From an optimization exercise on the open Yosys and OpenROAD flow, aimed at small area, a short achievable clock period and few clock cycles; shortcuts taken in it are not production practice. The RTL was checked by simulation tests, not by an equivalence proof against the original design.

==> run K: inputs <==
Design best_rational_approximation, start of the top module:
module best_rational_approximation (
	input  logic                 clk,
	input  logic                 arst_n,
	input  logic                 in_valid,
	output logic                 in_ready,
	input  logic [50:0]          in_data,
	output logic                 out_valid,
	input  logic                 out_ready,
	output logic [82:0]          out_data,
	input  logic                 cfg_wen,
	input  logic [bra_pkg::DEN_WIDTH-1:0] cfg_wdata
);
Settings: LEC_CHECK=0, CAP_MARGIN=20, CORE_MARGIN=2, CORE_UTILIZATION=40, SETUP_SLACK_MARGIN=5, SLEW_MARGIN=20; clock period 10.0 ns.
run.sh (not shown) runs the stock make flow with config.mk's settings and CLKGATE_MAP_FILE= SYNTH_SCRIPT=/design/flow/synth_recipe.tcl, a recipe that flattens the netlist after the stock synthesis.
==> run C: changes against run K <==
--- a/flow/design.v
+++ b/flow/design.v
@@ -114,25 +114,26 @@
 	input  logic                 out_ready,
 	output logic [82:0]          out_data,
 	input  logic                 cfg_wen,
 	input  logic [bra_pkg::DEN_WIDTH-1:0] cfg_wdata
 );
-	logic st_idle, st_setup, st_setup2, st_bit, st_fin, st_pset, st_pbit;
+	logic st_idle, st_setup, st_setup2, st_bit, st_pset, st_pbit;
 	logic first_q, out_valid_q;
 	logic [31:0] lim_q;
 	logic [5:0]  plim_q, p_lim;     
 	logic        lim_nz;
 	logic [49:0] n_q, ds_q, p0_q;
 	logic [51:0] ps_q;
 	logic [31:0] q0_q, qs_q;
+	logic [10:0] pone_q;    
 	logic [40:0] r2_q;      
 	logic [5:0]  j_q, posd_q, posr_q, posq_q;
 	logic        rnz_q;
 	logic        brk_q;
 	logic        neg_cur_q, neg_out_q;
 	bra_topbit #(.W(32)) u_p_lim (.x(lim_q), .pos(p_lim), .nz(lim_nz));
-	logic        nok, nok2, qok, acc;
+	logic        nok, nok2, qok, acc, accq;
 	logic [33:0] qcs_s, qcs_c, qcs_sum, nlim;
 	logic [31:0] qsum;
 	logic [49:0] nsub, n1, p01, psum;
 	logic [31:0] q01;
 	logic [40:0] r2sub, r21;
@@ -144,72 +145,73 @@
 	assign qcs_s = {2'b0, q0_q} ^ {2'b0, qs_q} ^ nlim;
 	assign qcs_c = {(({1'b0, q0_q} & {1'b0, qs_q}) | ({1'b0, q0_q} & nlim[32:0]) |
 		({1'b0, qs_q} & nlim[32:0])), 1'b0};
 	bra_add #(.W(34)) u_qcmp (.a(qcs_s), .b(qcs_c), .ci(1'b0), .s(qcs_sum));
 	assign qok   = qcs_sum[33];
-	assign acc   = nok & qok;
+	assign acc   = nok & (qok | first_q);
+	assign accq  = acc & !first_q;
 	bra_add #(.W(50)) u_nsub (.a(n_q), .b(~ds_q), .ci(1'b1), .s(nsub));
 	bra_add #(.W(32)) u_qsum (.a(q0_q), .b(qs_q), .ci(1'b0), .s(qsum));
-	assign psum  = p0_q + ps_q[49:0];
+	assign psum  = p0_q + (first_q ? {39'd0, pone_q} : ps_q[49:0]);
 	assign r2sub = r2_q - {ds_q[39:0], 1'b0};
 	assign n1    = acc ? nsub : n_q;
 	assign p01   = acc ? psum : p0_q;
-	assign q01   = acc ? qsum : q0_q;
+	assign q01   = accq ? qsum : q0_q;
 	assign r21   = acc ? r2sub : r2_q;
 	bra_topbit #(.W(40)) u_p_nsub (.x(nsub[39:0]), .pos(p_nsub), .nz(nz_nsub));
 	bra_topbit #(.W(40)) u_p_n    (.x(n_q[39:0]), .pos(p_n), .nz(nz_n));
 	bra_topbit #(.W(32)) u_p_qsum (.x(qsum), .pos(p_qsum), .nz(nz_qsum));
 	bra_topbit #(.W(32)) u_p_q0   (.x(q0_q), .pos(p_q0), .nz(nz_q0));
 	logic [3:0]  j1;
+	logic        j1_nz;
+	bra_topbit #(.W(11), .OW(4)) u_p_j1 (.x(in_data[49:39]), .pos(j1), .nz(j1_nz));
 	logic [5:0]  jn, jq;
-	logic [4:0]  jset, sh_amt;
-	logic        cap;
+	logic [4:0]  jset;
+	logic        cap, jq_ge_jn;
 	logic [39:0] n_shl;
-	logic        stall, r2_ge, fin_semi, fin_conv, exact;
-	logic       j1_nz;
-	bra_topbit #(.W(11), .OW(4)) u_p_j1 (.x(n_q[49:39]), .pos(j1), .nz(j1_nz));
-	assign jn     = posd_q - posr_q;
-	assign jq     = plim_q - posq_q;
-	assign cap    = jq < jn;
+	logic        stall, r2_ge, fin_semi, fin_conv, exact, brk_go;
+	bra_add #(.W(6)) u_jn (.a(posd_q), .b(~posr_q), .ci(1'b1), .s(jn));
+	bra_add #(.W(6)) u_jq (.a(plim_q), .b(~posq_q), .ci(1'b1), .s(jq));
+	bra_ge  #(.W(6)) u_cap (.a(jq), .b(jn), .ge(jq_ge_jn));
+	assign cap    = !jq_ge_jn;
 	assign jset   = st_setup ? jn[4:0] : j_q[4:0];
-	assign sh_amt = jset;
-	assign n_shl  = n_q[39:0] << sh_amt;
+	assign n_shl  = n_q[39:0] << jset;
 	assign stall  = first_q && out_valid_q;
 	bra_ge #(.W(40)) u_r2ge (.a(r2_q[39:0]), .b(ds_q[39:0]), .ge(r2_ge));
-	assign fin_semi = r2_q[40];
-	assign fin_conv = !r2_q[40] && r2_ge;
+	assign fin_semi = brk_q && r2_q[40];
+	assign fin_conv = brk_q && !r2_q[40] && r2_ge;
+	assign brk_go   = brk_q && !r2_q[40] && !r2_ge;
 	assign exact    = !brk_q && !rnz_q;
 	logic big_prod, pbit;
 	assign big_prod = ({1'b0, posd_q} + {1'b0, posq_q}) >= 7'd39;
 	assign pbit     = q0_q[j_q[4:0]];
-	logic done_conv, done_semi, done, swap;
+	logic done_conv, done_semi, done, swap, to_setup2;
 	always_comb begin
 		done_conv = 1'b0;
 		done_semi = 1'b0;
-		if (st_setup && !first_q) done_semi = exact;
-		if (st_fin) begin
-			done_semi = fin_semi;
+		if (st_setup && !stall) begin
+			done_semi = fin_semi || exact;
 			done_conv = fin_conv;
 		end
 		if (st_pset) done_semi = big_prod;
 		if (st_pbit) begin
 			done_semi = pbit && !nok;
 			done_conv = !(pbit && !nok) && (j_q == 6'd0);
 		end
 	end
-	assign done = done_conv || done_semi;
-	assign swap = (st_setup && !first_q && !brk_q && !exact && !cap) || st_setup2;
+	assign done      = done_conv || done_semi;
+	assign swap      = ((st_setup && !brk_q && !exact && !cap) || st_setup2) && !stall;
+	assign to_setup2 = st_setup && !stall && !brk_q && !exact && cap;
 	assign in_ready  = st_idle;
 	assign out_valid = out_valid_q;
 	assign out_data  = {neg_out_q, ps_q[49:0], qs_q};
 	always_ff @(posedge clk or negedge arst_n) begin
 		if (!arst_n) begin
 			st_idle     <= 1'b1;
 			st_setup    <= 1'b0;
 			st_setup2   <= 1'b0;
 			st_bit      <= 1'b0;
-			st_fin      <= 1'b0;
 			st_pset     <= 1'b0;
 			st_pbit     <= 1'b0;
 			lim_q       <= MAXD_RESET;
 			plim_q      <= 6'd19;
 			out_valid_q <= 1'b0;
@@ -221,17 +223,16 @@
 			if (done) begin
 				out_valid_q <= 1'b1;
 			end else if (out_ready) begin
 				out_valid_q <= 1'b0;
 			end
-			st_idle  <= (st_idle && !in_valid) || done;
-			st_setup <= (st_idle && in_valid) || (st_setup && stall) || (st_bit && j_q == 6'd0);
-			st_setup2 <= st_setup && !first_q && !brk_q && !exact && cap;
-			st_bit   <= (st_setup && first_q && !stall) || swap || (st_bit && j_q != 6'd0);
-			st_fin   <= st_setup && !first_q && brk_q;
-			st_pset  <= st_fin && !done;
-			st_pbit  <= (st_pset && !done) || (st_pbit && !done);
+			st_idle   <= (st_idle && !in_valid) || done;
+			st_setup  <= (st_bit && j_q == 6'd0) || (st_setup && stall);
+			st_setup2 <= to_setup2 || (st_setup2 && stall);
+			st_bit    <= (st_idle && in_valid) || swap || (st_bit && j_q != 6'd0);
+			st_pset   <= st_setup && brk_go;
+			st_pbit   <= (st_pset && !done) || (st_pbit && !done);
 		end
 	end
 	always_ff @(posedge clk) begin
 		if (done) begin
 			neg_out_q <= neg_cur_q;
@@ -242,59 +243,58 @@
 		end
 		if (st_idle) begin
 			n_q       <= in_data[49:0];
 			neg_cur_q <= in_data[50];
 			first_q   <= 1'b1;
-		end
-		if (st_setup && first_q && !stall) begin
-			first_q <= 1'b0;
-			ds_q    <= SCALE << j1;
-			qs_q    <= 32'd0;
-			ps_q    <= 52'd1 << j1;
-			p0_q    <= 50'd0;
-			q0_q    <= 32'd1;
-			j_q     <= {2'b0, j1};
-			posd_q  <= 6'd39;
+			ds_q      <= SCALE << j1;
+			pone_q    <= 11'd1 << j1;
+			p0_q      <= 50'd0;
+			q0_q      <= 32'd1;
+			j_q       <= {2'b0, j1};
+			posd_q    <= 6'd39;
 		end
 		if (swap) begin
-			n_q   <= ds_q;
-			ds_q  <= {10'd0, n_shl};
-			p0_q  <= ps_q[49:0];
-			ps_q  <= {2'b0, p0_q} << jset;
-			q0_q  <= qs_q;
-			qs_q  <= q0_q << jset;
-			r2_q  <= {1'b0, ds_q[39:0]};
-			j_q   <= {1'b0, jset};
-			posd_q <= posr_q;
+			first_q <= 1'b0;
+			n_q     <= ds_q;
+			ds_q    <= {10'd0, n_shl};
+			p0_q    <= first_q ? 50'd1 : ps_q[49:0];
+			ps_q    <= {2'b0, p0_q} << jset;
+			q0_q    <= first_q ? 32'd0 : qs_q;
+			qs_q    <= q0_q << jset;
+			r2_q    <= {1'b0, ds_q[39:0]};
+			j_q     <= {1'b0, jset};
+			posd_q  <= posr_q;
 		end
-		if (st_setup && !first_q && !brk_q && !exact && cap) begin
+		if (to_setup2) begin
 			j_q <= jq;
 		end
-		if (st_fin) begin
+		if (st_setup && brk_go) begin
 			n_q <= ds_q;
 			j_q <= posq_q;
 		end
 		if (st_bit) begin
-			n_q   <= n1;
-			p0_q  <= p01;
-			q0_q  <= q01;
-			r2_q  <= r21;
+			n_q    <= n1;
+			p0_q   <= p01;
+			q0_q   <= q01;
+			r2_q   <= r21;
 			posr_q <= acc ? p_nsub : p_n;
 			rnz_q  <= acc ? nz_nsub : nz_n;
-			posq_q <= acc ? p_qsum : p_q0;
-			brk_q <= acc ? nok2 : nok;
+			posq_q <= accq ? p_qsum : p_q0;
+			brk_q  <= acc ? nok2 : nok;
 			if (j_q != 6'd0) begin
-				ds_q <= ds_q >> 1;
-				qs_q <= qs_q >> 1;
-				ps_q <= ps_q >> 1;
-				j_q  <= j_q - 6'd1;
+				ds_q   <= ds_q >> 1;
+				pone_q <= pone_q >> 1;
+				j_q    <= j_q - 6'd1;
+				if (!first_q) begin
+					qs_q <= qs_q >> 1;
+					ps_q <= ps_q >> 1;
+				end
 			end
 		end
 		if (st_pset && !big_prod) begin
 			ds_q <= {10'd0, n_shl};
 			n_q  <= HALF_SCALE;
-			j_q  <= posq_q;
 		end
 		if (st_pbit) begin
 			if (pbit && nok) n_q <= nsub;
 			ds_q <= ds_q >> 1;
 			j_q  <= j_q - 6'd1;
==> flow/flow/run.sh (new file) <==
#!/bin/bash
set -euo pipefail
bash standard.sh SETUP_SLACK_MARGIN=6 finish > standard_flow.log 2>&1
==> flow/standard.sh (new file) <==
#!/bin/bash
# synth_recipe.tcl (not shown) runs the flow's synth.tcl, then flattens the netlist and writes it again
# the make line also repeats each setting of config.mk as NAME=value (left out here)
make -C /OpenROAD-flow-scripts/flow DESIGN_CONFIG=/design/flow/config.mk WORK_HOME=/design/flow/orfs CLKGATE_MAP_FILE= SYNTH_SCRIPT=/design/flow/synth_recipe.tcl "${@:-finish}"
Settings changed: CORE_UTILIZATION 40 to 50, SETUP_SLACK_MARGIN 5 to default.
removed: flow/run.sh
==> run P: changes against run K <==
--- a/flow/design.v
+++ b/flow/design.v
@@ -67,43 +67,41 @@
 			end
 		end
 	endgenerate
 	assign s = (a ^ b) ^ {lv[L].g[W-2:0], ci};
 endmodule
-module bra_topbit #(parameter int W = 8, parameter int OW = 6) (
+module bra_bitlen #(parameter int W = 8, parameter int OW = 6) (
 	input  logic [W-1:0]  x,
-	output logic [OW-1:0] pos,
-	output logic          nz
+	output logic [OW-1:0] len
 );
 	localparam int L = $clog2(W);
 	localparam int N = 1 << L;
 	genvar l, i;
 	generate
 		for (l = 0; l <= L; l = l + 1) begin : lv
 			wire [(N >> l)-1:0]   v;
-			wire [(N >> l)*L-1:0] p;    
+			wire [(N >> l)*L-1:0] pos;    
 			if (l == 0) begin : leaf
 				for (i = 0; i < N; i = i + 1) begin : b0
 					if (i < W) begin : in
 						assign v[i] = x[i];
 					end else begin : pad
 						assign v[i] = 1'b0;
 					end
 				end
-				assign p = '0;
+				assign pos = '0;
 			end else begin : node
 				localparam logic [L-1:0] TOP = 1 << (l - 1);
 				for (i = 0; i < (N >> l); i = i + 1) begin : bn
 					assign v[i] = lv[l-1].v[2*i+1] | lv[l-1].v[2*i];
-					assign p[i*L +: L] = lv[l-1].v[2*i+1] ? (lv[l-1].p[(2*i+1)*L +: L] | TOP) :
-						lv[l-1].p[(2*i)*L +: L];
+					assign pos[i*L +: L] = lv[l-1].v[2*i+1] ? (lv[l-1].pos[(2*i+1)*L +: L] | TOP) :
+						lv[l-1].pos[(2*i)*L +: L];
 				end
 			end
 		end
 	endgenerate
-	assign pos = lv[L].p;
-	assign nz  = lv[L].v[0];
+	assign len = lv[L].v[0] ? (lv[L].pos + 1'b1) : '0;
 endmodule
 import bra_pkg::*;
 module best_rational_approximation (
 	input  logic                 clk,
 	input  logic                 arst_n,
@@ -114,32 +112,29 @@
 	input  logic                 out_ready,
 	output logic [82:0]          out_data,
 	input  logic                 cfg_wen,
 	input  logic [bra_pkg::DEN_WIDTH-1:0] cfg_wdata
 );
-	logic st_idle, st_setup, st_setup2, st_bit, st_fin, st_pset, st_pbit;
+	logic st_idle, st_setup, st_bit, st_fin, st_pset, st_pbit;
 	logic first_q, out_valid_q;
 	logic [31:0] lim_q;
-	logic [5:0]  plim_q, p_lim;     
-	logic        lim_nz;
+	logic [5:0]  blim_q, bl_lim;
 	logic [49:0] n_q, ds_q, p0_q;
 	logic [51:0] ps_q;
 	logic [31:0] q0_q, qs_q;
 	logic [40:0] r2_q;      
-	logic [5:0]  j_q, posd_q, posr_q, posq_q;
-	logic        rnz_q;
+	logic [5:0]  j_q, bld_q, blr_q, blq_q, jn_q, jq_q;
 	logic        brk_q;
 	logic        neg_cur_q, neg_out_q;
-	bra_topbit #(.W(32)) u_p_lim (.x(lim_q), .pos(p_lim), .nz(lim_nz));
+	bra_bitlen #(.W(32)) u_bl_lim (.x(lim_q), .len(bl_lim));
 	logic        nok, nok2, qok, acc;
 	logic [33:0] qcs_s, qcs_c, qcs_sum, nlim;
 	logic [31:0] qsum;
 	logic [49:0] nsub, n1, p01, psum;
 	logic [31:0] q01;
 	logic [40:0] r2sub, r21;
-	logic [5:0]  p_nsub, p_n, p_qsum, p_q0;
-	logic        nz_nsub, nz_n, nz_qsum, nz_q0;
+	logic [5:0]  bl_nsub, bl_n, bl_qsum, bl_q0;
 	bra_ge #(.W(50)) u_nok (.a(n_q), .b(ds_q), .ge(nok));
 	bra_ge #(.W(51)) u_nok2 (.a({1'b0, n_q}), .b({ds_q, 1'b0}), .ge(nok2));
 	assign nlim  = ~{2'b0, lim_q};
 	assign qcs_s = {2'b0, q0_q} ^ {2'b0, qs_q} ^ nlim;
 	assign qcs_c = {(({1'b0, q0_q} & {1'b0, qs_q}) | ({1'b0, q0_q} & nlim[32:0]) |
@@ -153,35 +148,29 @@
 	assign r2sub = r2_q - {ds_q[39:0], 1'b0};
 	assign n1    = acc ? nsub : n_q;
 	assign p01   = acc ? psum : p0_q;
 	assign q01   = acc ? qsum : q0_q;
 	assign r21   = acc ? r2sub : r2_q;
-	bra_topbit #(.W(40)) u_p_nsub (.x(nsub[39:0]), .pos(p_nsub), .nz(nz_nsub));
-	bra_topbit #(.W(40)) u_p_n    (.x(n_q[39:0]), .pos(p_n), .nz(nz_n));
-	bra_topbit #(.W(32)) u_p_qsum (.x(qsum), .pos(p_qsum), .nz(nz_qsum));
-	bra_topbit #(.W(32)) u_p_q0   (.x(q0_q), .pos(p_q0), .nz(nz_q0));
+	bra_bitlen #(.W(40)) u_bl_nsub (.x(nsub[39:0]), .len(bl_nsub));
+	bra_bitlen #(.W(40)) u_bl_n    (.x(n_q[39:0]), .len(bl_n));
+	bra_bitlen #(.W(32)) u_bl_qsum (.x(qsum), .len(bl_qsum));
+	bra_bitlen #(.W(32)) u_bl_q0   (.x(q0_q), .len(bl_q0));
 	logic [3:0]  j1;
-	logic [5:0]  jn, jq;
 	logic [4:0]  jset, sh_amt;
-	logic        cap;
 	logic [39:0] n_shl;
 	logic        stall, r2_ge, fin_semi, fin_conv, exact;
-	logic       j1_nz;
-	bra_topbit #(.W(11), .OW(4)) u_p_j1 (.x(n_q[49:39]), .pos(j1), .nz(j1_nz));
-	assign jn     = posd_q - posr_q;
-	assign jq     = plim_q - posq_q;
-	assign cap    = jq < jn;
-	assign jset   = st_setup ? jn[4:0] : j_q[4:0];
-	assign sh_amt = jset;
+	bra_bitlen #(.W(10), .OW(4)) u_bl_j1 (.x(n_q[49:40]), .len(j1));
+	assign jset   = (jq_q < jn_q) ? jq_q[4:0] : jn_q[4:0];
+	assign sh_amt = st_pset ? (blq_q[4:0] - 5'd1) : jset;
 	assign n_shl  = n_q[39:0] << sh_amt;
 	assign stall  = first_q && out_valid_q;
 	bra_ge #(.W(40)) u_r2ge (.a(r2_q[39:0]), .b(ds_q[39:0]), .ge(r2_ge));
 	assign fin_semi = r2_q[40];
 	assign fin_conv = !r2_q[40] && r2_ge;
-	assign exact    = !brk_q && !rnz_q;
+	assign exact    = !brk_q && (blr_q == 6'd0);
 	logic big_prod, pbit;
-	assign big_prod = ({1'b0, posd_q} + {1'b0, posq_q}) >= 7'd39;
+	assign big_prod = ({1'b0, bld_q} + {1'b0, blq_q}) >= 7'd41;
 	assign pbit     = q0_q[j_q[4:0]];
 	logic done_conv, done_semi, done, swap;
 	always_comb begin
 		done_conv = 1'b0;
 		done_semi = 1'b0;
@@ -195,39 +184,37 @@
 			done_semi = pbit && !nok;
 			done_conv = !(pbit && !nok) && (j_q == 6'd0);
 		end
 	end
 	assign done = done_conv || done_semi;
-	assign swap = (st_setup && !first_q && !brk_q && !exact && !cap) || st_setup2;
+	assign swap = st_setup && !first_q && !brk_q && !exact;
 	assign in_ready  = st_idle;
 	assign out_valid = out_valid_q;
 	assign out_data  = {neg_out_q, ps_q[49:0], qs_q};
 	always_ff @(posedge clk or negedge arst_n) begin
 		if (!arst_n) begin
 			st_idle     <= 1'b1;
 			st_setup    <= 1'b0;
-			st_setup2   <= 1'b0;
 			st_bit      <= 1'b0;
 			st_fin      <= 1'b0;
 			st_pset     <= 1'b0;
 			st_pbit     <= 1'b0;
 			lim_q       <= MAXD_RESET;
-			plim_q      <= 6'd19;
+			blim_q      <= 6'd20;
 			out_valid_q <= 1'b0;
 		end else begin
 			if (cfg_wen) begin
 				lim_q <= {cfg_wdata[31:1], cfg_wdata[0] | (cfg_wdata == 32'd0)};
 			end
-			plim_q <= p_lim;
+			blim_q <= bl_lim;
 			if (done) begin
 				out_valid_q <= 1'b1;
 			end else if (out_ready) begin
 				out_valid_q <= 1'b0;
 			end
 			st_idle  <= (st_idle && !in_valid) || done;
 			st_setup <= (st_idle && in_valid) || (st_setup && stall) || (st_bit && j_q == 6'd0);
-			st_setup2 <= st_setup && !first_q && !brk_q && !exact && cap;
 			st_bit   <= (st_setup && first_q && !stall) || swap || (st_bit && j_q != 6'd0);
 			st_fin   <= st_setup && !first_q && brk_q;
 			st_pset  <= st_fin && !done;
 			st_pbit  <= (st_pset && !done) || (st_pbit && !done);
 		end
@@ -251,38 +238,35 @@
 			qs_q    <= 32'd0;
 			ps_q    <= 52'd1 << j1;
 			p0_q    <= 50'd0;
 			q0_q    <= 32'd1;
 			j_q     <= {2'b0, j1};
-			posd_q  <= 6'd39;
+			bld_q   <= 6'd40;
 		end
 		if (swap) begin
 			n_q   <= ds_q;
 			ds_q  <= {10'd0, n_shl};
 			p0_q  <= ps_q[49:0];
 			ps_q  <= {2'b0, p0_q} << jset;
 			q0_q  <= qs_q;
 			qs_q  <= q0_q << jset;
 			r2_q  <= {1'b0, ds_q[39:0]};
-			j_q   <= {1'b0, jset};
-			posd_q <= posr_q;
-		end
-		if (st_setup && !first_q && !brk_q && !exact && cap) begin
-			j_q <= jq;
+			j_q   <= jset;
+			bld_q <= blr_q;
 		end
 		if (st_fin) begin
 			n_q <= ds_q;
-			j_q <= posq_q;
 		end
 		if (st_bit) begin
 			n_q   <= n1;
 			p0_q  <= p01;
 			q0_q  <= q01;
 			r2_q  <= r21;
-			posr_q <= acc ? p_nsub : p_n;
-			rnz_q  <= acc ? nz_nsub : nz_n;
-			posq_q <= acc ? p_qsum : p_q0;
+			blr_q <= acc ? bl_nsub : bl_n;
+			blq_q <= acc ? bl_qsum : bl_q0;
+			jn_q  <= acc ? (bld_q - bl_nsub) : (bld_q - bl_n);
+			jq_q  <= acc ? (blim_q - bl_qsum) : (blim_q - bl_q0);
 			brk_q <= acc ? nok2 : nok;
 			if (j_q != 6'd0) begin
 				ds_q <= ds_q >> 1;
 				qs_q <= qs_q >> 1;
 				ps_q <= ps_q >> 1;
@@ -290,11 +274,11 @@
 			end
 		end
 		if (st_pset && !big_prod) begin
 			ds_q <= {10'd0, n_shl};
 			n_q  <= HALF_SCALE;
-			j_q  <= posq_q;
+			j_q  <= blq_q - 6'd1;
 		end
 		if (st_pbit) begin
 			if (pbit && nok) n_q <= nsub;
 			ds_q <= ds_q >> 1;
 			j_q  <= j_q - 6'd1;
==> run X: changes against run K <==
--- a/flow/design.v
+++ b/flow/design.v
@@ -165,13 +165,15 @@
 	logic        cap;
 	logic [39:0] n_shl;
 	logic        stall, r2_ge, fin_semi, fin_conv, exact;
 	logic       j1_nz;
 	bra_topbit #(.W(11), .OW(4)) u_p_j1 (.x(n_q[49:39]), .pos(j1), .nz(j1_nz));
-	assign jn     = posd_q - posr_q;
-	assign jq     = plim_q - posq_q;
-	assign cap    = jq < jn;
+	logic  jq_ge_jn;
+	bra_add #(.W(6)) u_jn (.a(posd_q), .b(~posr_q), .ci(1'b1), .s(jn));
+	bra_add #(.W(6)) u_jq (.a(plim_q), .b(~posq_q), .ci(1'b1), .s(jq));
+	bra_ge  #(.W(6)) u_cap (.a(jq), .b(jn), .ge(jq_ge_jn));
+	assign cap    = !jq_ge_jn;
 	assign jset   = st_setup ? jn[4:0] : j_q[4:0];
 	assign sh_amt = jset;
 	assign n_shl  = n_q[39:0] << sh_amt;
 	assign stall  = first_q && out_valid_q;
 	bra_ge #(.W(40)) u_r2ge (.a(r2_q[39:0]), .b(ds_q[39:0]), .ge(r2_ge));
==> flow/flow/run.sh (new file) <==
#!/bin/bash
set -euo pipefail
bash standard.sh SETUP_SLACK_MARGIN=6 finish > standard_flow.log 2>&1
==> flow/standard.sh (new file) <==
#!/bin/bash
# synth_recipe.tcl (not shown) runs the flow's synth.tcl, then flattens the netlist and writes it again
# the make line also repeats each setting of config.mk as NAME=value (left out here)
make -C /OpenROAD-flow-scripts/flow DESIGN_CONFIG=/design/flow/config.mk WORK_HOME=/design/flow/orfs CLKGATE_MAP_FILE= SYNTH_SCRIPT=/design/flow/synth_recipe.tcl "${@:-finish}"
Settings changed: SETUP_SLACK_MARGIN 5 to default.
removed: flow/run.sh
==> summary.txt <==
quantity                                                                             run C                    run X                    run K                    run P
CP arrival                                                                         4.57 ns                  4.74 ns                  5.68 ns                  5.95 ns
Number of nets in the layout                                                          5886                     5846                     5498                     5766
Pre-Repair DR Iteration Count                                                            8                        8                        8                        7
Capturing instance or port of the critical path                                   ds_q[18]                  qs_q[9]                  n_q[49]                  jn_q[5]
Fraction of post-synthesis cell area in the top cell type by area                    0.105                    0.108                    0.107                    0.111
DIE AREA                                                                         84900 µm²               103000 µm²               103000 µm²               108000 µm²
Met3 track utilization from global routing                                          0.0616                   0.0419                   0.0343                   0.0509
Drt initial violations                                                                4642                     4919                     4302                     5108
Buffers, non-clock                                                                     423                      469                      235                      413
Via density                                                                           6.60                     6.38                     6.31                     6.52
Status                                                             complete, no violations  complete, no violations  complete, no violations  complete, no violations
Post-Synth Adder-Cell Area                                                           0.115                    0.117                    0.115                    0.113
Placeable Area                                                                   82000 µm²                98700 µm²               100000 µm²               104000 µm²
Area occupied by registers                                                        9620 µm²                 9420 µm²                 9300 µm²                 9820 µm²
Worst hold slack                                                                  0.435 ns                 0.421 ns                 0.420 ns                 0.451 ns
Share of synthesized cell area in and, or, nand and nor gates                        0.181                    0.182                    0.161                    0.156
Critical path launch point type                                                 input port                     flop                     flop                     flop
Setup slack of the worst register-to-register path                                 5.96 ns                  5.80 ns                  4.89 ns                  4.48 ns
Required time at the endpoint of the critical path                                10.47 ns                 10.54 ns                 10.57 ns                 10.43 ns
Post-placement worst setup slack                                                   4.40 ns                  4.39 ns                  4.17 ns                  2.99 ns
Number of nets produced by synthesis                                                  5756                     5675                     5554                     5635
Synthesized netlist cell count                                                        5347                     5266                     5149                     5221
Placed wire-length estimate                                                      120000 µm                119000 µm                118000 µm                132000 µm
Final RePlAce weighted congestion                                                     1.07                    0.979                    0.975                     1.01
Testbench counts of run K, summed over its fixed seeds: cycles 20,512.
Testbench counts of run C, summed over its fixed seeds: cycles 19,790.
Testbench counts of run P, summed over its fixed seeds: cycles 20,188.
Testbench counts of run X, summed over its fixed seeds: cycles 20,512.

[separate check: timing with driven ports]
Ports are ideal in the flow. The routed layouts listed here were re-timed in OpenROAD. Step 1 (the two cells are an assumption about what drives the block):
set clk [get_ports {clk}]
set_driving_cell -lib_cell sky130_fd_sc_hd__clkbuf_16 $clk
set_driving_cell -lib_cell sky130_fd_sc_hd__buf_2 [delete_from_list [all_inputs] $clk]
Step 2, shift: input delay + t, output delay - t, t = (earliest + latest rising clock arrival at the registers) / 2. This alone moves slack from input paths to output paths. Three values: ideal ports, drivers, drivers and shift; two values: the first two.
run | t, ns | setup WS [ns] | worst setup path at the end
run K | 0.736 | 4.894 / 4.894 / 4.894 | register to register
run C | 0.706 | 5.906 / 5.956 / 5.252 | input to register
run P | 0.747 | 4.477 / 4.477 / 4.477 | register to register
run X | 0.696 | 5.795 / 5.795 / 5.795 | register to register
After both steps every run listed still meets setup and hold. The setup slack of run C, which loses most, moves by +0.050 ns with the drivers and by -0.654 ns with both steps.
